Source: an optimization exercise on an open RTL-to-GDS flow (aim: small area and a short achievable clock period). Production flows keep margins and buffers that such runs may drop.
Only the layout flow was run in this run; the RTL was not checked for function there.
Power is estimated from default activity; no workload was simulated.

File: flow/design.v
package sctrl_pkg;
  typedef enum logic [1:0] {
    IDLE = 2'd0,
    FILL = 2'd1,
    FULL = 2'd2
  } ch_state_e;
  localparam int REG_CTRL   = 0;
  localparam int REG_CLEAR  = 1;
  localparam int REG_STATUS = 2;
  localparam int REG_WMARK  = 3;
  localparam int CTRL_EN_BIT   = 0;
  localparam int CTRL_MASK_BIT = 1;
  localparam int CTRL_W        = 2;
  function automatic int ch_width(input int n);
    if (n <= 2) ch_width = 1;
    else ch_width = $clog2(n);
  endfunction
endpackage
module sctrl_channel #(
  parameter int DEPTH  = 64,
  parameter int DATA_W = 32,
  parameter int IDX_W  = $clog2(DEPTH),
  parameter int CNT_W  = IDX_W + 1
) (
  input  logic              clk,
  input  logic              rstn,
  input  logic              wr_ctrl,
  input  logic              wr_clear,
  input  logic              wr_wmark,
  input  logic [DATA_W-1:0] wdata,
  input  logic              rd_en,
  input  logic [IDX_W-1:0]  rd_idx,
  output logic [DATA_W-1:0] rd_data,
  input  logic              sensor_ready,
  input  logic [DATA_W-1:0] sensor_data,
  output logic              sensor_en,
  output logic              irq,
  output logic [sctrl_pkg::CTRL_W-1:0] ctrl,
  output logic [CNT_W-1:0]  count,
  output logic [CNT_W-1:0]  wmark
);
  localparam logic [CNT_W-1:0] DEPTH_C = CNT_W'(DEPTH);
  sctrl_pkg::ch_state_e         state_q, state_d;
  logic [sctrl_pkg::CTRL_W-1:0] ctrl_q, ctrl_d;
  logic [CNT_W-1:0]  wptr_q, wptr_d;
  logic              sensor_en_q, sensor_en_d;
  logic              irq_q, irq_d;
  logic              capture;
  logic [DATA_W-1:0] mem [DEPTH];
  logic [DATA_W-1:0] rd_data_q;
  logic [CNT_W-1:0] wmark_q, wmark_d;
  always_comb begin
    wmark_d = wmark_q;
    if (wr_wmark) begin
      if (wdata == '0)
        wmark_d = CNT_W'(1);
      else if (wdata > DATA_W'(DEPTH))
        wmark_d = DEPTH_C;
      else
        wmark_d = wdata[CNT_W-1:0];
    end
  end
  always_ff @(posedge clk or negedge rstn) begin
    if (!rstn) wmark_q <= DEPTH_C;
    else       wmark_q <= wmark_d;
  end
  assign wmark = wmark_q;
  always_comb begin
    ctrl_d = ctrl_q;
    if (wr_ctrl)
      ctrl_d = wdata[sctrl_pkg::CTRL_W-1:0];
    capture = (state_q == sctrl_pkg::FILL) && sensor_ready && !wr_clear;
    wptr_d = wptr_q;
    if (wr_clear)
      wptr_d = '0;
    else if (capture)
      wptr_d = wptr_q + 1'b1;
    if (!ctrl_d[sctrl_pkg::CTRL_EN_BIT])
      state_d = sctrl_pkg::IDLE;
    else if (wptr_d == DEPTH_C)
      state_d = sctrl_pkg::FULL;
    else
      state_d = sctrl_pkg::FILL;
    sensor_en_d = (state_d == sctrl_pkg::FILL);
    irq_d = (state_d != sctrl_pkg::IDLE) && (wptr_d >= wmark_d);
  end
  always_ff @(posedge clk or negedge rstn) begin
    if (!rstn) begin
      state_q     <= sctrl_pkg::IDLE;
      ctrl_q      <= '0;
      wptr_q      <= '0;
      sensor_en_q <= 1'b0;
      irq_q       <= 1'b0;
    end else begin
      state_q     <= state_d;
      ctrl_q      <= ctrl_d;
      wptr_q      <= wptr_d;
      sensor_en_q <= sensor_en_d;
      irq_q       <= irq_d;
    end
  end
  always_ff @(posedge clk) begin
    if (capture)
      mem[wptr_q[IDX_W-1:0]] <= sensor_data;
    if (rd_en)
      rd_data_q <= mem[rd_idx];
  end
  assign rd_data   = rd_data_q;
  assign sensor_en = sensor_en_q;
  assign irq       = irq_q;
  assign ctrl      = ctrl_q;
  assign count     = wptr_q;
endmodule
module sctrl_multi #(
  parameter int NUM_CH  = 2,
  parameter int DEPTH   = 64,
  parameter int DATA_W  = 32,
  localparam int CH_W   = sctrl_pkg::ch_width(NUM_CH),
  localparam int IDX_W  = $clog2(DEPTH),
  localparam int ADDR_W = CH_W + 1 + IDX_W
) (
  input  logic                     clk,
  input  logic                     rstn,
  input  logic                     req,
  input  logic                     we,
  input  logic [ADDR_W-1:0]        addr,
  input  logic [DATA_W-1:0]        wdata,
  output logic [DATA_W-1:0]        rdata,
  output logic                     rvalid,
  input  logic [NUM_CH-1:0]        sensor_ready,
  input  logic [NUM_CH*DATA_W-1:0] sensor_out,
  output logic [NUM_CH-1:0]        sensor_en,
  output logic [NUM_CH-1:0]        ch_irq,
  output logic                     sensor_interrupt
);
  localparam int CNT_W = IDX_W + 1;
  localparam int SLOTS = 1 << CH_W;
  logic [CH_W-1:0]   a_ch;
  logic              a_sel;
  logic [IDX_W-1:0]  a_idx;
  logic              reg_wr;
  logic [NUM_CH-1:0] ch_mask;
  logic [sctrl_pkg::CTRL_W-1:0] slot_ctrl  [SLOTS];
  logic [CNT_W-1:0]  slot_count [SLOTS];
  logic [CNT_W-1:0]  slot_wmark [SLOTS];
  logic [DATA_W-1:0] slot_rdata [SLOTS];
  logic              rvalid_q, rvalid_d;
  logic              rd_sel_q, rd_sel_d;
  logic [CH_W-1:0]   rd_ch_q, rd_ch_d;
  logic [DATA_W-1:0] reg_rdata_q, reg_rdata_d;
  logic              sensor_interrupt_q, sensor_interrupt_d;
  assign a_ch   = addr[ADDR_W-1 -: CH_W];
  assign a_sel  = addr[IDX_W];
  assign a_idx  = addr[IDX_W-1:0];
  assign reg_wr = req && we && !a_sel;
  generate
    for (genvar gi = 0; gi < SLOTS; gi++) begin : gen_slot
      if (gi < NUM_CH) begin : gen_ch
        logic hit;
        assign hit = (a_ch == CH_W'(gi));
        sctrl_channel #(
          .DEPTH  (DEPTH),
          .DATA_W (DATA_W)
        ) u_ch (
          .clk          (clk),
          .rstn         (rstn),
          .wr_ctrl      (reg_wr && hit && (a_idx == IDX_W'(sctrl_pkg::REG_CTRL))),
          .wr_clear     (reg_wr && hit && (a_idx == IDX_W'(sctrl_pkg::REG_CLEAR))),
          .wr_wmark     (reg_wr && hit && (a_idx == IDX_W'(sctrl_pkg::REG_WMARK))),
          .wdata        (wdata),
          .rd_en        (req && !we && a_sel && hit),
          .rd_idx       (a_idx),
          .rd_data      (slot_rdata[gi]),
          .sensor_ready (sensor_ready[gi]),
          .sensor_data  (sensor_out[gi*DATA_W +: DATA_W]),
          .sensor_en    (sensor_en[gi]),
          .irq          (ch_irq[gi]),
          .ctrl         (slot_ctrl[gi]),
          .count        (slot_count[gi]),
          .wmark        (slot_wmark[gi])
        );
        assign ch_mask[gi] = slot_ctrl[gi][sctrl_pkg::CTRL_MASK_BIT];
      end else begin : gen_empty
        assign slot_ctrl[gi]  = '0;
        assign slot_count[gi] = '0;
        assign slot_wmark[gi] = '0;
        assign slot_rdata[gi] = '0;
      end
    end
  endgenerate
  always_comb begin
    reg_rdata_d = '0;
    case (a_idx)
      IDX_W'(sctrl_pkg::REG_CTRL):   reg_rdata_d[sctrl_pkg::CTRL_W-1:0] = slot_ctrl[a_ch];
      IDX_W'(sctrl_pkg::REG_STATUS): begin
        reg_rdata_d[CNT_W-1:0] = slot_count[a_ch];
        reg_rdata_d[DATA_W-1]  = (slot_count[a_ch] == CNT_W'(DEPTH));
      end
      IDX_W'(sctrl_pkg::REG_WMARK):  reg_rdata_d[CNT_W-1:0] = slot_wmark[a_ch];
      default: ;
    endcase
    rvalid_d           = req && !we;
    rd_sel_d           = a_sel;
    rd_ch_d            = a_ch;
    sensor_interrupt_d = |(ch_irq & ch_mask);
  end
  always_ff @(posedge clk or negedge rstn) begin
    if (!rstn) begin
      rvalid_q           <= 1'b0;
      rd_sel_q           <= 1'b0;
      rd_ch_q            <= '0;
      reg_rdata_q        <= '0;
      sensor_interrupt_q <= 1'b0;
    end else begin
      rvalid_q           <= rvalid_d;
      rd_sel_q           <= rd_sel_d;
      rd_ch_q            <= rd_ch_d;
      reg_rdata_q        <= reg_rdata_d;
      sensor_interrupt_q <= sensor_interrupt_d;
    end
  end
  assign rdata = !rvalid_q ? '0 : (rd_sel_q ? slot_rdata[rd_ch_q] : reg_rdata_q);
  assign rvalid           = rvalid_q;
  assign sensor_interrupt = sensor_interrupt_q;
endmodule
File: flow/run.sh
#!/bin/bash
# synth_recipe.tcl (not shown) runs the flow's synth.tcl, then flattens the netlist and writes it again
# the make line also repeats each setting of config.mk as NAME=value (left out here)
make -C /OpenROAD-flow-scripts/flow DESIGN_CONFIG=/design/flow/config.mk WORK_HOME=/design/flow/orfs CLKGATE_MAP_FILE= SYNTH_SCRIPT=/design/flow/synth_recipe.tcl finish
File: flow/config.mk
export PLATFORM = sky130hd
export DESIGN_NAME = sctrl_multi
export DESIGN_NICKNAME = sctrl_multi
export VERILOG_FILES = /design/flow/design.v
export SDC_FILE = /design/flow/constraint.sdc
export NUM_CORES = 4
export LEC_CHECK = 0
export CAP_MARGIN = 20
export CORE_MARGIN = 2
export CORE_UTILIZATION = 40
export SLEW_MARGIN = 20
File: flow/constraint.sdc
create_clock -name core_clock -period 5.0 [get_ports {clk}]
set_input_delay 1.0000 -clock core_clock [delete_from_list [all_inputs] [get_ports {clk}]]
set_output_delay 1.0000 -clock core_clock [all_outputs]
set_load 0.01 [all_outputs]
==> impl_results.md <==
* Area grow syn2layout at 15.4%
* Largest net degree at the start of global routing at roughly 150
* Placer's final routability congestion estimate at ~0.82
* Synth Flop Type: edfxtp_1
* Share of layout cells above drive strength 1 at 31.1%
* Sequential fraction of the synthesis area at about four fifths
* Crit start category: register
* Area leader, netlist: edfxtp_1
* DPL Wire Length at approximately 260000 um
* Via count at ~78000
* First-pass GRT wire length at slightly above 600000 um
* DRT Wirelength at between 400000 and 500000 um
* Area occupied by multi-input gates at ~34000 um^2
* DIE HEIGHT at roughly 640 um
* Final Hold Fails at 0
* Hold WC Path Type: input pin to async pin
* Sequential power share at 53.4%
* Top-count cell post-synth: edfxtp_1
* Initial core utilization at approximately two fifths
* Post-synth EDFFs at between 4000 and 5000
* Gr usage total at between 20% and 30%
* Worst path max stage delay at approximately 810 ps
* Residual DRC at 0
* Synth Instances at between 6000 and 7000
* Clock H-tree levels at 5
* Utilization after layout at a little under half
* Outcome: finished clean
* Clk sinks at about 4200
* Switch Pwr at around 15 mW
* Setup tns final at 0 ps
* Antenna viol nets, final at 0
* Vias in the first global route at 78100
* Comb pwr share at under 10%
* Port bufs at about 150
* Die W at ~640 um
* Final Cycle Share at between 90% and 100%
* DR WL/cell at between 30 and 40 um
* Maxcap violations at 0
* Clk latency of the worst-skew pair at a little under 1000 ps
* Power Density at about 400 nW/um^2
* Sw Share at around a fifth
* Total die area at approximately 410000 um^2
* Critical path arrival at between 3000 and 4000 ps
* Synth unique cells at 68
* Layout Nets at 7574
* Clk root buf: clkbuf_16
* Max IR drop VDD at ~270 uV
* CTS tree: yes
* Grt total ovfl at 0
* CP cell instances: nand2_2 -> nor2_1 -> clkdlybuf4s50_1
* Initial DRC Count at ~11000
* Tmin final at about 4800 ps
* Final Max Tran Viols at 0
* Yosys reg bits at between 4000 and 5000
* Top post-synthesis cells by count: edfxtp_1, mux4_2, nor2_1
* Fmax at ~210 MHz
* Synth Cell Area at between 150000 and 200000 um^2
* Required time of the critical path at around 4000 ps
* Yosys warns at 6
* Max-slew headroom at between 20% and 30%
* Antenna violations before repair at 26
* Final setup fails at 0
* CTS buffer count at about 400
* Leakage at 57.9 nW
* Row count at 233
* Pint at about 58 mW
* Clock share of power at 42.0%
* Syn_area_per_cell at approximately 24 um^2
* Post-CTS Setup Inserts at 0
* Post-CTS Resized at 0
* Placed Cells incl. Taps at roughly 12000
* 1st-pass router iterations at 6
* Layout filler cell count at 32700
* Slowest-stage cell, CP: nor2_1
* Register area at between 100000 and 150000 um^2
* Via-to-Cell Ratio at ~6.0
* Syn Nets at 6980
* Top delay family on crit path: simple AND/OR/NAND/NOR gates
* RSZ-0062 raised after global routing: no
* Synth area leaders: edfxtp_1, mux4_2, mux2i_1, dfrtp_1, nor2_1
* Asr flop ratio synth at roughly 1.2%
* Final std cells w/o fill at roughly 13000
* Critical path class: register to output pin
* Clock Pin Slew Worst Setup and Hold Paths at 60 ps
* Boundary pin count at 148
* Worst Path Buf+Inv at 1
* Cts hold-fix bufs at 0
* Worst-margin pin slew at 1170 ps
* Clk_skew at between 50 and 60 ps
* CP Max Fanout at 18
* Max clock buf depth at 4
* Crit end category: output pin
* Min Hold Slack at 166 ps
* Synth top area share at 77.4%
* Core Region at slightly above 400000 um^2
==> cell usage in the layout (no fill, tap or decap), types with 47 or more instances in the layout <==
cell type        instances
mux2i_1                158
nor2_1                  98
buf_4                  333
edfxtp_1              4160
mux4_2                1158
clkdlybuf4s50_1         76
nand2_1                103
mux2_2                  59
clkinv_2                74
clkinv_1               105
buf_12                 124
clkbuf_1                83
o22ai_1                 76
nor2_4                 129
clkbuf_16              423
dfrtp_1                 47
==> flip-flops by register name (all words and copies together), names as in the netlist <==
name	flops
gen_slot.gen_ch.u_ch.ctrl_q	4
gen_slot.gen_ch.u_ch.irq_q	2
gen_slot.gen_ch.u_ch.mem	4096
gen_slot.gen_ch.u_ch.rd_data_q	64
gen_slot.gen_ch.u_ch.state_q	4
gen_slot.gen_ch.u_ch.wmark_q	14
gen_slot.gen_ch.u_ch.wptr_q	14
rd_ch_q	1
rd_sel_q	1
reg_rdata_q	8
rvalid_q	1
sensor_interrupt_q	1
==> cell type report <==
type | instances | share of cell area [%]
antenna | 9 | 0.0121
tap | 5287 | 3.55
multi-input combinational | 2249 | 18.4
inverter | 21 | 0.0463
clock inverter | 252 | 1.24
timing repair buffer | 554 | 3.18
clock buffer | 507 | 5.85
sequential | 4210 | 67.7
==> kinds of logic after synthesis <==
group / Yosys count / share of synthesized area [%]
AOI/OAI and AO/OA: 354 / 1.55
xor gates and xnor gates: 12 / 0.0651
adders and majority gates: 16 / 0.124
buffers and inverters: 395 / 1.21
DFF: 4210 / 78.1
muxes: 1376 / 17.5
and+or+nand+nor: 491 / 1.37
==> through the flow <==
step | power [mW] | cell area, um^2 | setup slack [ps]
after floorplan | 41.4 | 161000 | 337
after global placement | 43.0 | 173000 | 553
after detailed placement | 43.0 | 173000 | 544
after CTS | 73.2 | 186000 | 140
after global routing | 74.7 | 186000 | 164
final | 72.8 | 186000 | 198
==> metal layers <==
metal	GRT usage, %	wire, um
met1	30.7	178000
met2	34.9	216000
met3	3.36	39200
met4	5.79	12900
met5	0	122
==> worst paths after layout <==
path / to / start / slack [ps] / depth (start not counted)
max: rdata[9] / rvalid_q / 200 / 3
min: gen_slot[1].gen_ch.u_ch.ctrl_q[1] / rstn / 170 / 2
max reg2reg: gen_slot[1].gen_ch.u_ch.mem[57][2] / gen_slot[1].gen_ch.u_ch.wptr_q[3] / 1650 / 4
min reg2reg: gen_slot[1].gen_ch.u_ch.wmark_q[0] / gen_slot[1].gen_ch.u_ch.wmark_q[0] / 550 / 1
max in group asynchronous: rd_ch_q / rstn / 4370 / 2
min in group core_clock: gen_slot[0].gen_ch.u_ch.mem[47][21] / sensor_out[21] / 440 / 1
==> power groups by stage <==
stage	combinational, mW	sequential (mW)	clock, mW
after floorplan	1.86	39.6	0
after global placement	3.33	39.6	0
after detailed placement	3.39	39.6	0
after CTS	3.40	38.9	31.0
after global routing	3.55	38.8	32.3
final	3.36	38.9	30.5

## static timing again, ports no longer ideal
How much do the figures lean on ideal ports? The routed layout below was timed once more, with nothing changed but the port constraints. Step 1: set_driving_cell puts a clkbuf_16 on clk and a buf_2 on each other input, an assumption about the parent block. Step 2 moves the port delays by t, midway between the first and last clock arrival at a register: inputs arrive t later, outputs are due t later. That takes back most of the time a late clock gives input paths. a / b / c = ideal ports / drivers / drivers and shift; a / b = the first two.
t (ns): 1.050
slack for setup (ns): 0.198 / 0.090 / 0.398
clock arrival spread, ns: 0.056 / 0.056
worst data-port slew with drivers (ns): 0.22
cell pins on the clock port's net: 1
After both steps setup and hold are still met in this run. The setup slack of this run moves by -0.108 ns with the drivers and by +0.200 ns with both steps.
